Context: an optimization exercise on an open-source flow, tuned for small area, a short achievable clock period and few clock cycles per item. The choices shown serve that exercise and are no tape-out recipe. Only simulation tests tie the RTL to the original design; equivalence was not proved. Power figures rest on the tool's default switching activity, not on a simulated workload.

==> design.v <==
package ple_pkg;
	localparam int MAX_IDXW = 10;
	typedef enum logic [2:0] {
		OP_APPEND   = 3'd0,
		OP_INSERT   = 3'd1,
		OP_READ     = 3'd2,
		OP_DEL_LAST = 3'd3,
		OP_DEL_POS  = 3'd4
	} op_e_t;
	typedef enum logic [1:0] {
		ST_OK    = 2'd0,
		ST_EMPTY = 2'd1,
		ST_FULL  = 2'd2,
		ST_RANGE = 2'd3
	} status_e_t;
	typedef enum logic [1:0] {
		CMD_HOLD = 2'd0,
		CMD_INS  = 2'd1,
		CMD_DEL  = 2'd2
	} cell_cmd_e_t;
	typedef enum logic {
		FSM_IDLE = 1'b0,
		FSM_EVAL = 1'b1
	} fsm_e_t;
	typedef struct packed {
		cell_cmd_e_t          cmd;
		logic [MAX_IDXW-1:0]  pos;
	} cell_ctl_t;
	localparam int IN_W       = 40;
	localparam int IN_USER_W  = 3;
	localparam int OUT_W      = 104;
	localparam int OUT_USER_W = 2;
endpackage
module ple_cell #(
	parameter int IDX        = 0,
	parameter int DATA_WIDTH = 32
) (
	input  logic                  clk,
	input  logic                  arst_n,
	input  ple_pkg::cell_ctl_t    ctl,
	input  logic [DATA_WIDTH-1:0] word,
	input  logic                  prev_valid,
	input  logic [DATA_WIDTH-1:0] prev_data,
	input  logic                  next_valid,
	input  logic [DATA_WIDTH-1:0] next_data,
	output logic                  valid,
	output logic [DATA_WIDTH-1:0] data
);
	localparam logic [ple_pkg::MAX_IDXW-1:0] MY_IDX = ple_pkg::MAX_IDXW'(IDX);
	logic                  valid_q;
	logic [DATA_WIDTH-1:0] data_q;
	logic                  valid_d;
	logic [DATA_WIDTH-1:0] data_d;
	always_comb begin
		valid_d = valid_q;
		data_d  = data_q;
		unique case (ctl.cmd)
			ple_pkg::CMD_INS: begin
				if (MY_IDX > ctl.pos) begin
					valid_d = prev_valid;
					data_d  = prev_data;
				end else if (MY_IDX == ctl.pos) begin
					valid_d = 1'b1;
					data_d  = word;
				end
			end
			ple_pkg::CMD_DEL: begin
				if (MY_IDX >= ctl.pos) begin
					valid_d = next_valid;
					data_d  = next_data;
				end
			end
			default: begin
			end
		endcase
	end
	always_ff @(posedge clk or negedge arst_n) begin
		if (!arst_n) begin
			valid_q <= 1'b0;
		end else begin
			valid_q <= valid_d;
		end
	end
	always_ff @(posedge clk) begin
		data_q <= data_d;
	end
	assign valid = valid_q;
	assign data  = data_q;
endmodule
module positional_list_engine_core #(
	parameter int CAPACITY   = 16,
	parameter int DATA_WIDTH = 32
) (
	input  logic                            clk,
	input  logic                            arst_n,
	input  logic                            s_axis_tvalid,
	output logic                            s_axis_tready,
	input  logic [ple_pkg::IN_W-1:0]        s_axis_tdata,
	input  logic [ple_pkg::IN_USER_W-1:0]   s_axis_tuser,
	output logic                            m_axis_tvalid,
	input  logic                            m_axis_tready,
	output logic [ple_pkg::OUT_W-1:0]       m_axis_tdata,
	output logic [ple_pkg::OUT_USER_W-1:0]  m_axis_tuser
);
	localparam int IDXW = (CAPACITY > 1) ? $clog2(CAPACITY) : 1;
	localparam int CNTW = $clog2(CAPACITY + 1);
	localparam logic [15:0] CAP16 = 16'(CAPACITY);
	logic [2:0]            in_op;
	logic [4:0]            in_pos;
	logic [31:0]           in_value;
	logic [63:0]           value_ext;
	logic [DATA_WIDTH-1:0] in_word;
	logic [15:0]           pos16;
	logic [15:0]           cnt16;
	assign in_op     = s_axis_tuser[2:0];
	assign in_pos    = s_axis_tdata[4:0];
	assign in_value  = s_axis_tdata[36:5];
	assign value_ext = 64'(in_value);
	assign in_word   = value_ext[DATA_WIDTH-1:0];
	assign pos16     = 16'(in_pos);
	ple_pkg::fsm_e_t                state_q, state_d;
	logic [CNTW-1:0]       count_q, count_d;
	ple_pkg::status_e_t             status_q, status_d;
	logic                  rd_en_q, rd_en_d;
	logic [IDXW-1:0]       rpos_q;
	logic                  m_valid_q, m_valid_d;
	logic [ple_pkg::OUT_W-1:0]      m_data_q;
	logic [ple_pkg::OUT_USER_W-1:0] m_user_q;
	logic                  load_out;
	logic                  accept;
	ple_pkg::cell_ctl_t             ctl;
	logic [15:0]           tgt16;
	assign cnt16 = 16'(count_q);
	assign accept = s_axis_tvalid && s_axis_tready;
	always_comb begin
		status_d = ple_pkg::ST_OK;
		rd_en_d  = 1'b0;
		count_d  = count_q;
		tgt16    = cnt16;
		ctl.cmd  = ple_pkg::CMD_HOLD;
		ctl.pos  = '0;
		unique case (in_op)
			ple_pkg::OP_APPEND, ple_pkg::OP_INSERT: begin
				if (cnt16 >= CAP16) begin
					status_d = ple_pkg::ST_FULL;
				end else begin
					tgt16   = (in_op == ple_pkg::OP_APPEND || pos16 >= cnt16) ? cnt16 : pos16;
					ctl.cmd = ple_pkg::CMD_INS;
					count_d = count_q + CNTW'(1);
				end
			end
			ple_pkg::OP_READ: begin
				if (cnt16 == 16'd0) begin
					status_d = ple_pkg::ST_EMPTY;
				end else if (pos16 >= cnt16) begin
					status_d = ple_pkg::ST_RANGE;
				end else begin
					rd_en_d = 1'b1;
				end
			end
			ple_pkg::OP_DEL_LAST, ple_pkg::OP_DEL_POS: begin
				if (cnt16 == 16'd0) begin
					status_d = ple_pkg::ST_EMPTY;
				end else begin
					tgt16 = (in_op == ple_pkg::OP_DEL_LAST || pos16 >= cnt16) ?
						(cnt16 - 16'd1) : pos16;
					ctl.cmd = ple_pkg::CMD_DEL;
					count_d = count_q - CNTW'(1);
				end
			end
			default: begin
				status_d = ple_pkg::ST_RANGE;
			end
		endcase
		ctl.pos = tgt16[ple_pkg::MAX_IDXW-1:0];
		if (!accept) begin
			ctl.cmd = ple_pkg::CMD_HOLD;
		end
	end
	logic                  cell_valid [CAPACITY];
	logic [DATA_WIDTH-1:0] cell_data  [CAPACITY];
	for (genvar i = 0; i < CAPACITY; i++) begin : g_cell
		logic                  pv, nv;
		logic [DATA_WIDTH-1:0] pd, nd;
		if (i == 0) begin : g_head
			assign pv = 1'b0;
			assign pd = '0;
		end else begin : g_mid
			assign pv = cell_valid[i-1];
			assign pd = cell_data[i-1];
		end
		if (i == CAPACITY - 1) begin : g_tail
			assign nv = 1'b0;
			assign nd = '0;
		end else begin : g_body
			assign nv = cell_valid[i+1];
			assign nd = cell_data[i+1];
		end
		ple_cell #(
			.IDX        (i),
			.DATA_WIDTH (DATA_WIDTH)
		) u_cell (
			.clk        (clk),
			.arst_n     (arst_n),
			.ctl        (ctl),
			.word       (in_word),
			.prev_valid (pv),
			.prev_data  (pd),
			.next_valid (nv),
			.next_data  (nd),
			.valid      (cell_valid[i]),
			.data       (cell_data[i])
		);
	end
	logic [DATA_WIDTH-1:0] rd_word, last_word, first_word;
	logic [15:0]           last16;
	logic [IDXW-1:0]       last_idx;
	logic [63:0]           rd_ext, last_ext, first_ext;
	logic [15:0]           cnt_out16;
	assign last16   = cnt16 - 16'd1;
	assign last_idx = last16[IDXW-1:0];
	always_comb begin
		rd_word   = '0;
		last_word = '0;
		for (int i = 0; i < CAPACITY; i++) begin
			if (cell_valid[i] && rd_en_q && IDXW'(i) == rpos_q) begin
				rd_word = rd_word | cell_data[i];
			end
			if (cell_valid[i] && IDXW'(i) == last_idx) begin
				last_word = last_word | cell_data[i];
			end
		end
	end
	assign first_word = cell_valid[0] ? cell_data[0] : '0;
	assign rd_ext     = 64'(rd_word);
	assign last_ext   = 64'(last_word);
	assign first_ext  = 64'(first_word);
	assign cnt_out16  = 16'(count_q);
	always_comb begin
		state_d   = state_q;
		load_out  = 1'b0;
		m_valid_d = m_valid_q;
		if (m_valid_q && m_axis_tready) begin
			m_valid_d = 1'b0;
		end
		unique case (state_q)
			ple_pkg::FSM_IDLE: begin
				if (accept) begin
					state_d = ple_pkg::FSM_EVAL;
				end
			end
			ple_pkg::FSM_EVAL: begin
				if (!m_valid_q || m_axis_tready) begin
					load_out  = 1'b1;
					m_valid_d = 1'b1;
					state_d   = ple_pkg::FSM_IDLE;
				end
			end
			default: begin
				state_d = ple_pkg::FSM_IDLE;
			end
		endcase
	end
	assign s_axis_tready = (state_q == ple_pkg::FSM_IDLE);
	always_ff @(posedge clk or negedge arst_n) begin
		if (!arst_n) begin
			state_q   <= ple_pkg::FSM_IDLE;
			count_q   <= '0;
			m_valid_q <= 1'b0;
		end else begin
			state_q   <= state_d;
			m_valid_q <= m_valid_d;
			if (accept) begin
				count_q <= count_d;
			end
		end
	end
	always_ff @(posedge clk) begin
		if (accept) begin
			status_q <= status_d;
			rd_en_q  <= rd_en_d;
			rpos_q   <= pos16[IDXW-1:0];
		end
		if (load_out) begin
			m_data_q <= {3'b000, last_ext[31:0], first_ext[31:0], cnt_out16[4:0],
				rd_ext[31:0]};
			m_user_q <= status_q;
		end
	end
	assign m_axis_tvalid = m_valid_q;
	assign m_axis_tdata  = m_data_q;
	assign m_axis_tuser  = m_user_q;
endmodule
==> run.sh <==
#!/bin/bash
# synth_recipe.tcl (not shown) runs the flow's synth.tcl, then flattens the netlist and writes it again
# the make line also repeats each setting of config.mk as NAME=value (left out here)
make -C /OpenROAD-flow-scripts/flow DESIGN_CONFIG=/design/flow/config.mk WORK_HOME=/design/flow/orfs CLKGATE_MAP_FILE= SYNTH_SCRIPT=/design/flow/synth_recipe.tcl finish
==> config.mk <==
export PLATFORM = sky130hd
export DESIGN_NAME = positional_list_engine_core
export DESIGN_NICKNAME = positional_list_engine_core
export VERILOG_FILES = /design/flow/design.v
export SDC_FILE = /design/flow/constraint.sdc
export NUM_CORES = 4
export LEC_CHECK = 0
export CAP_MARGIN = 20
export CORE_MARGIN = 2
export CORE_UTILIZATION = 40
export SLEW_MARGIN = 20
==> constraint.sdc <==
create_clock -name core_clock -period 6.0 [get_ports {clk}]
set_input_delay 1.2000 -clock core_clock [delete_from_list [all_inputs] [get_ports {clk}]]
set_output_delay 1.2000 -clock core_clock [all_outputs]
set_load 0.01 [all_outputs]
==> run notes <==
Setup crit start kind=input port; FF+latch count, synth=645; core area=between 90,000 and 100,000 µm²; r2r worst-path depth=11; VDD IR max=between 0.4 and 0.5 mV; initial antenna violation count=5; post-DR vias/cell=~7.3; Layout Nets=~3,400; period utilisation layout=0.859; Net Sw Frac=0.416; 1st-pass router iterations=7; HPWL Detailed=between 90 and 100 mm; unrepaired setup endpoints after global routing=false; die width=roughly 310 µm; grt total ovfl=0; Worst path most repeated cell=o21ai_0; clock-pin slew on the worst setup and hold paths=roughly 60 ps; post-CTS resize count=0; yosys warns=19; Reg power frac=0.338; Syn Inst Count=between 3,000 and 4,000; CTS Sinks=645; FF-to-FF setup slack=between 1000 and 1500 ps; commonest non-fill, non-tap cell in the layout=edfxtp_1; Yosys top cell by area=edfxtp_1; leading cell types in the layout, fill and taps excluded=622 x edfxtp_1, 298 x nand2_1, 216 x a22o_1; Mean Syn Cell Area=approximately 11 µm²; hold depth=0; synth top area cells=edfxtp_1 50%, mux2i_1 5.2%, a221o_1 5.1%; crit path max fanout=between 60 and 70; Initial Util=0.405; final setup vio count=0; Clk pwr share=0.224; first-pass GRT wire length=~230 mm; Fmax achieved=0.194 GHz; P per Cell Area=between 400 and 500 nW/µm²; Initial DRC Count=around 5,800; CTS Buf Count=76; Hold Violations, Final=0; Net Switching=8.59 mW; CP startpoint=s_axis_tdata[0]; Yosys top cell area share=0.502; crit path DAT=~5500 ps; number of I/O port buffers=about 150; Slew @ Worst Pin=1280 ps; Routed Wire Length=164 mm; Setup crit end=g_cell[8].u_cell.data_q[12]; vias in the first global route=between 30,000 and 40,000; outcome=complete, no violations; critical path class=in -> reg; Pint=around 12 mW; max-slew violations=0; clock root cell=clkbuf_16; Worst EP required=6370 ps; Critical Path End Type=flip-flop; GP Congestion=around 0.91; Cell variety after synth=between 70 and 80; Max-slew headroom=0.147; min cycle time layout=slightly above 5000 ps; reg2reg start=count_q[1]; die area=between 90,000 and 100,000 µm²; WL per Instance=35.6 µm; H-tree levels=3; Clock Skew=between 15 and 20 ps; ys async rst share=0.0357; Skew-Pair Late Insertion Delay=about 660 ps; register area share after synthesis=0.518; hold_ws=429 ps; synthesis-to-layout area growth=15.3%; # IOs=approximately 160; Post-Syn Area=37,200 µm²; Post-CTS Hold Buffers=0; static leakage=roughly 15 nW; Post-DRT Antenna Nets=0; CTS tree=yes; slowest CP cell=a211oi_4; largest net degree at the start of global routing=approximately 140; critical path cell sequence=clkdlybuf4s50_1 -> inv_1 -> ha_1 -> nor2b_1 -> o21ai_0 -> a31oi_1 -> o21a_2 -> a211oi_4 -> nand2_4 -> buf_4 -> mux2i_1 -> o21ai_0; max cap viols=0; Post-synth EDFFs=around 620; path type of the worst min-delay path=reg -> reg; FP Rows=roughly 110; vias=33,600; GRT Overall Usage=0.336; top_reg_cell synth=edfxtp_1; DRC viols=0; setup_tns=0 ps; CTS max path bufs=3; setup repair bufs after CTS=0; max incr delay on CP=approximately 930 ps; layout cell share with drive strength beyond 1=0.105; die height=between 300 and 400 µm; combinational share of power=0.438; Layout fillers=around 8,500; reg2reg end=g_cell[8].u_cell.data_q[12]
## state kept, by name, indices dropped and copies added, names as in the netlist
| register | flops |
|---|---|
| g_cell.u_cell.data_q | 512 |
| m_axis_tdata | 101 |
| g_cell.u_cell.valid_q | 16 |
| count_q | 5 |
| rpos_q | 4 |
| m_user_q | 2 |
| status_q | 2 |
| m_valid_q | 1 |
| rd_en_q | 1 |
| state_q | 1 |
## synth_stat cells, types with 87 or more instances
cell / count
mux2i_1: 195
a22o_1: 216
nor3b_1: 97
clkbuf_1: 279
a221oi_1: 211
edfxtp_1: 622
o21ai_0: 158
a22oi_1: 87
a221o_1: 190
nand3_1: 128
nand2_1: 300
inv_1: 95
## critical path: cells and delay by family
kind / cells / cell delay, ps
buffers and inverters: 3 / 1200
AOI/OAI and AO/OA: 5 / 1820
muxes: 1 / 340
and+or+nand+nor: 2 / 470
adders and majority gates: 1 / 280
## worst min path at each step
stage	start	endpoint	slack [ps]
3_5_place_dp	status_q[0]	m_user_q[0]	410
3_3_place_gp	status_q[1]	m_user_q[1]	410
2_1_floorplan	status_q[0]	m_user_q[0]	400
6_report	status_q[0]	m_user_q[0]	430
4_1_cts	status_q[0]	m_user_q[0]	430
5_1_grt	status_q[0]	m_user_q[0]	450
## final cells by class
type                    count  area (µm²)  share of cell area
well taps                1243        1560              0.0363
diodes                      4        10.0            0.000233
inverters                  96         363             0.00846
flip-flops and latches    645       19300               0.449
multi-input cells        2186       16400               0.382
clock buffers              89        2020              0.0472
repair buffers            298        2930              0.0683
clock inverters            48         360             0.00841
## power groups by stage
stage	Clock [mW]	Sequential, mW	Combinational [mW]
after global routing	4.80	7.04	9.28
after floorplan	0	6.89	4.97
after detailed placement	0	7.03	8.62
after CTS	4.64	6.95	8.64
after global placement	0	7.04	8.49
final	4.62	6.98	9.05
## cell families (layout without fill, tap and decap cells)
kind of cell    after synthesis  in the layout  share of synthesized area
compound gates             1080           1080                      0.238
simple gates                879            879                      0.130
flops                       645            645                      0.518
buf+inv                     486            531                     0.0524
mux                         203            203                     0.0549
fa+ha+maj                    16             16                    0.00558
xor+xnor                      5              5                    0.00118
other cells                   1              7                   0.000101
## per-layer routing
metal | up-vias | wire (µm) | part of all wire | GRT usage
met5 | - | 0 | 0 | 0.00253
met4 | 0 | 12300 | 0.075 | 0.205
met3 | 790 | 24300 | 0.15 | 0.122
met2 | 3043 | 67500 | 0.41 | 0.479
met1 | 16300 | 60200 | 0.37 | 0.433
li1 | 13400 | - | - | -
## per-stage QoR
step | cells | area, µm² | power (mW) | worst slack [ps] | util
2_1_floorplan | 3317 | 37200 | 11.9 | 594 | -
3_3_place_gp | 4466 | 40400 | 15.5 | 402 | 0.440
3_5_place_dp | 4466 | 40400 | 15.7 | 456 | 0.440
4_1_cts | 4603 | 42800 | 20.2 | 1090 | 0.466
5_1_grt | 4605 | 42900 | 21.1 | 843 | 0.466
6_report | 4609 | 42900 | 20.6 | 849 | 0.466
Testbench counts, summed over its fixed seeds: cycles 24,008, items 12,000.

## port drivers added, routing unchanged
In the flow no input, the clock included, has a driving cell. The finished layout below was timed again as built, in two steps. Step 1 (the two cells are an assumption about what drives the block):
set clk [get_ports {clk}]
set_driving_cell -lib_cell sky130_fd_sc_hd__clkbuf_16 $clk
set_driving_cell -lib_cell sky130_fd_sc_hd__buf_2 [delete_from_list [all_inputs] $clk]
Step 2 adds t to the input delays and takes it off the output delays; t is the mean of the earliest and latest rising clock arrival at the registers after step 1. Input paths then give back, and output paths get back, about the clock's delay inside the block. Slacks: no drivers / after step 1 / after step 2; pairs: no drivers / after step 1.
shift t [ns]: 0.720
setup WS [ns]: 0.849 / 0.898 / 0.177
clock arrival spread, ns: 0.018 / 0.017
worst register clock-pin slew, ns: 0.07 / 0.07
worst slew at a driven data input, ns: 0.14
After both steps setup and hold are still met in this run. The setup slack of this run moves by +0.049 ns with the drivers and by -0.672 ns with both steps.
